Background: an optimization exercise with open tools, aiming at small area, a short achievable clock period and few clock cycles per item. Do not read the settings as production practice.
Function was checked by simulation only, so behaviour that the tests miss may differ from the original.

==> flow/design.v (outline; a module is shown in full before it is edited, if it fits) <==
// module lfo_div: 38 lines
// module lfo_mac3: 197 lines
// module lfo_mac2: 349 lines
// module lfo_mac1: 621 lines
// module lfo_wave_generator: 410 lines
module lfo_wave_generator #(
  parameter int MAX_PERIOD = lfo_pkg::MaxPeriodDef,
  parameter int LEVEL_BITS = lfo_pkg::LevelBitsDef
) (
  input  logic                        clk_i,
  input  logic                        rst_ni,
  input  logic                        cfg_we_i,
  input  logic [0:0]                  cfg_idx_i,
  input  logic [12:0]                 cfg_data_i,
  input  logic                        in_valid_i,
  output logic                        in_ready_o,
  input  logic                        restart_i,
  output logic                        out_valid_o,
  input  logic                        out_ready_i,
  output logic [LEVEL_BITS-1:0]       level_o,
  output logic [$clog2(MAX_PERIOD)-1:0] position_o
);
  // ...
==> flow/run.sh <==
#!/bin/bash
# synth_recipe.tcl (not shown) runs the flow's synth.tcl, then flattens the netlist and writes it again
# the make line also repeats each setting of config.mk as NAME=value (left out here)
make -C /OpenROAD-flow-scripts/flow DESIGN_CONFIG=/design/flow/config.mk WORK_HOME=/design/flow/orfs CLKGATE_MAP_FILE= SYNTH_SCRIPT=/design/flow/synth_recipe.tcl finish
==> flow/config.mk <==
export PLATFORM = sky130hd
export DESIGN_NAME = lfo_wave_generator
export DESIGN_NICKNAME = lfo_wave_generator
export VERILOG_FILES = /design/flow/design.v
export SDC_FILE = /design/flow/constraint.sdc
export NUM_CORES = 4
export LEC_CHECK = 0
export CAP_MARGIN = 20
export CORE_MARGIN = 2
export CORE_UTILIZATION = 40
export SLEW_MARGIN = 20
==> flow/constraint.sdc <==
create_clock -name core_clock -period 11.0 [get_ports {clk_i}]
set_input_delay 2.2000 -clock core_clock [delete_from_list [all_inputs] [get_ports {clk_i}]]
set_output_delay 2.2000 -clock core_clock [all_outputs]
set_load 0.01 [all_outputs]
==> summary.txt, run 1 <==
nets=slightly below 10000; final instance area=84100 sq um; fillers=around 19000; Ys Warns=5; post-synth top area share=roughly 22%; HP Class=flop to flop; # clock sinks=776; Clock buf/inv share=4.03%; Cells after Synth=8935; grt met2 use=~40%; Yosys cell types=slightly above 100; WP data required=11500 ps; status=timing/DRC/antenna clean; hold_sp=q2_q[0]; count leader, synth=nor2_1; Tapcells=2542; GRT busiest layer=met2; Largest register FFs=34; Post-Syn Nets=9919; I/O pin count=50; count of cells along the worst register-to-register path=22; largest family of logic cells by synthesized area=compound AO/OA/AOI/OAI gates; non-clk buf share=under 10%; most common cell after layout, fill and taps aside=nor2_1; WL final=256000 um; most frequent cells in the layout=nor2_1 (844), nand2_1 (724), inv_1 (687); # DRC=0
Testbench counts, summed over its fixed seeds: cycles 2,997, items 1,818.
==> run 2: changes to the inputs <==
--- a/flow/config.mk
+++ b/flow/config.mk
@@ -10,2 +10,3 @@
 export CORE_UTILIZATION = 40
+export SETUP_SLACK_MARGIN = 4.5
 export SLEW_MARGIN = 20
==> run 2 against run 1 <==
Maximum frequency grew 18%. Synthesized cell count unchanged. Die area did not move. Clock skew shrank 4.3 ps. Sequential share of layout area shrank 1.1 points. Global-route usage hardly changed. Final area up 4.6%. Critical path depth up 3. Non-clock buffer count grew 237. Largest cell class unchanged.
==> summary.txt, run 2 <==
status=timing/DRC/antenna clean; area of the multi-input gates=between 50000 and 60000 sq um; I/O pin count=50 (unchanged); reg2reg end=c4_q[30]; Reg2Reg Setup Slack=about 4500 ps; # DRC=0 (unchanged); Reg clk slew, reported paths=approximately 70 ps; Core Util, Final=a little under half; CTS tree=yes; Placement Cell Area=80800 sq um; initial antenna violation count=1; Tmin final=~6500 ps; max frequency=~150 MHz; startpoint types=flop; worst skew pair latency=around 750 ps; # diodes=0; syn_area_per_cell=about 8.7 sq um; asr flop ratio synth=roughly 5.7%; slowest stage delay, CP=between 500 and 600 ps; Worst slew margin=between 20% and 30%; routed vias=68863; main flop type after synthesis=edfxtp_1; FF/Latch Area=around 22000 sq um; Top Registers=sl_acc_q: 34 flops, sl_b_q: 33 flops; endpoints failing hold=0; layout cells sized above 1=between 10 and 15%; Clock Skews=roughly 60 ps; most frequent cells after synthesis=nor2_1 (849), nand2_1 (725), inv_1 (690), ha_1 (596), edfxtp_1 (581); CTS buffer count=89; Core Box Area=around 190000 sq um; DR WL met2=roughly 120000 um; 1st-iter DRT viols=6906; Cells after Synth=8935 (unchanged); die area=around 200000 sq um; area grow syn2layout=12.8%; final setup TNS=0 ps; Setup WS post-layout=about 4500 ps; clock root buffer=clkbuf_16; reg2reg start=u3_q[5]; first-pass GRT wire length=390000 um; sequential fraction of the synthesis area=approximately 28%; Top Layer Used=met4; hold_buf cts=0; WL final=262000 um (+2.1%); Biggest register=sl_acc_q; Synth Cell Area=77900 sq um; synth top area cells=edfxtp_1 (22%), ha_1 (9.6%), fa_1 (9.5%); DRT antenna net count=0; Tightest Pin Transition=1160 ps; crit path kind=flop to flop; Max Cap Viol=0; gr ovfl total=0; Largest register FFs=34 (unchanged); Max H-tree Level=3; fillers=18611 (-2.3%); Post-synth EDFFs=around 580; pin count of the biggest net entering global routing=between 100 and 150; Yosys reg bits=between 700 and 800; Slowest cell on crit path=fa_1; Critical Path AT=7030 ps; All-Layer GR Usage=25.0%; final instance area=87900 sq um (+4.6%); Die Wd=roughly 450 um; Synth area leader=edfxtp_1; HPWL Detailed=roughly 190000 um; hold_sp=u2_q[0]; most frequent cells in the layout=nor2_1 (820), nand2_1 (710), inv_1 (668); count leader, synth=nor2_1; Via density=approximately 6.0; vias in the first global route=~64000; drt first pass iters=6; post-synth top area share=22.4% (unchanged); CP Max Fanout=7; wl on met1=112000 um; final period utilization=59.4%; WP data required=11500 ps (about the same); metal3 WL=19100 um; gpl congestion=between 0.9 and 1; count of cells along the worst register-to-register path=25 (+14%); HP Class=flop to flop; IO Port Bufs=between 40 and 50; Initial Utilization=40.1%; Worst setup EP type=flop; Setup WS pre-CTS=2980 ps; Ys Warns=5 (unchanged); Finish-stage setup viols=0; Slew Limit Fails=0; # clock sinks=776 (unchanged); hold path endpoint=u3_q[0]; Yosys cell types=103 (unchanged); RSZ-0062 raised after global routing=true; Critical path buffers and inverters=5; WL per Instance=22.7 um; CP top delay family=adder cells; clk buf depth=3; Chip Height=approximately 450 um; Post-Syn Nets=9919 (unchanged); row cnt=around 160; hold path cells=0; nets=9875 (+2.6%); most common cell after layout, fill and taps aside=nor2_1
## run 2: kinds of logic after synthesis
logic type	count (synthesis)	share of synthesized area (%)
buf+inv	1283	6.23
compound gates	2407	20.6
xor+xnor	823	9.25
mux	203	2.77
flops	776	27.7
fa+ha+maj	965	19.0
simple gates	2478	14.5
## run 2: area by class of cell
type                            instances  share of cell area [%]
Clock inverter                         49                   0.618
Inverter                              701                    3.00
Sequential cell                       776                    24.6
Tap cell                             2542                    3.62
Multi-Input combinational cell       6888                    60.6
Clock buffer                          118                    2.84
Timing Repair Buffer                  435                    4.72
## run 2: worst register-to-register path, stage by stage, from the launching register on
cell and delay, ps:
edfxtp_1 520, buf_4 200, and2_4 190, a221o_1 390
fa_2 430, inv_2 100, ha_4 130, inv_2 30
fa_2 510, inv_1 50, fa_2 330, inv_2 60
fa_1 440, fa_1 540, ha_4 300, o21a_1 140
o211ai_1 120, nor3_2 300, a21oi_4 130, o31a_1 350
nor2_2 200, o2111ai_2 150, a21oi_2 270, nor2_2 60
a221oi_2 250, xnor2_1 100
## run 2: stage by stage
step / hold slack, ps / instances
3_5_place_dp: 405 / 11102
6_report: 407 / 11509
4_1_cts: 400 / 11345
3_3_place_gp: 402 / 11102
2_1_floorplan: 400 / 8935
5_1_grt: 415 / 11509
## run 2: worst max path at each step
stage,endpoint,slack (ps),start,cells after the start
6_report,c4_q[30],4470,u3_q[5],25
5_1_grt,c4_q[30],4270,u3_q[17],25
4_1_cts,sl_acc_q[33],4500,sl_ph_q[0],30
3_5_place_dp,c4_q[29],2980,u3_q[19],23
3_3_place_gp,c4_q[29],3110,u3_q[19],24
2_1_floorplan,w1_q[23],4530,u2_q[13],21
## run 2: repair_timing
action | 4_1_cts | 5_1_grt
hold endpoints to repair | 0 | 0
gates cloned | 8 | 19
pin swaps | 24 | 99
setup endpoints to repair | 94 | 72
resized for setup | 177 | 272
setup buffers | 68 | 145
## run 2: metal layers
| metal | vias to the layer above | global-route usage [%] |
|---|---|---|
| li1 | 31863 | - |
| met1 | 33544 | 34.1 |
| met2 | 2906 | 40.3 |
| met3 | 550 | 3.66 |
| met4 | 0 | 8.89 |
| met5 | - | 0 |

==> what the ideal ports hide <==
No port has a modelled driver above. Below, the same layouts with a new extraction and two added sets of constraints.
Step 1, drivers: a clkbuf_16 drives clk_i and a buf_2 each remaining input, both assumed.
Step 2, shift: input delay + t, output delay - t, t = (earliest + latest rising clock arrival at the registers) / 2. This alone moves slack from input paths to output paths.
a / b / c = ideal ports / drivers / drivers and shift; a / b = the first two.
run	shift t [ns]	setup WS [ns]	worst setup path after step 2	worst slew at a driven data input, ns	pins driven straight from the clock port
run 1	0.817	3.319 / 3.319 / 3.319	register to register	0.04	1
run 2	0.811	4.471 / 4.471 / 4.471	register to register	0.04	1
After both steps every run listed still meets setup and hold.
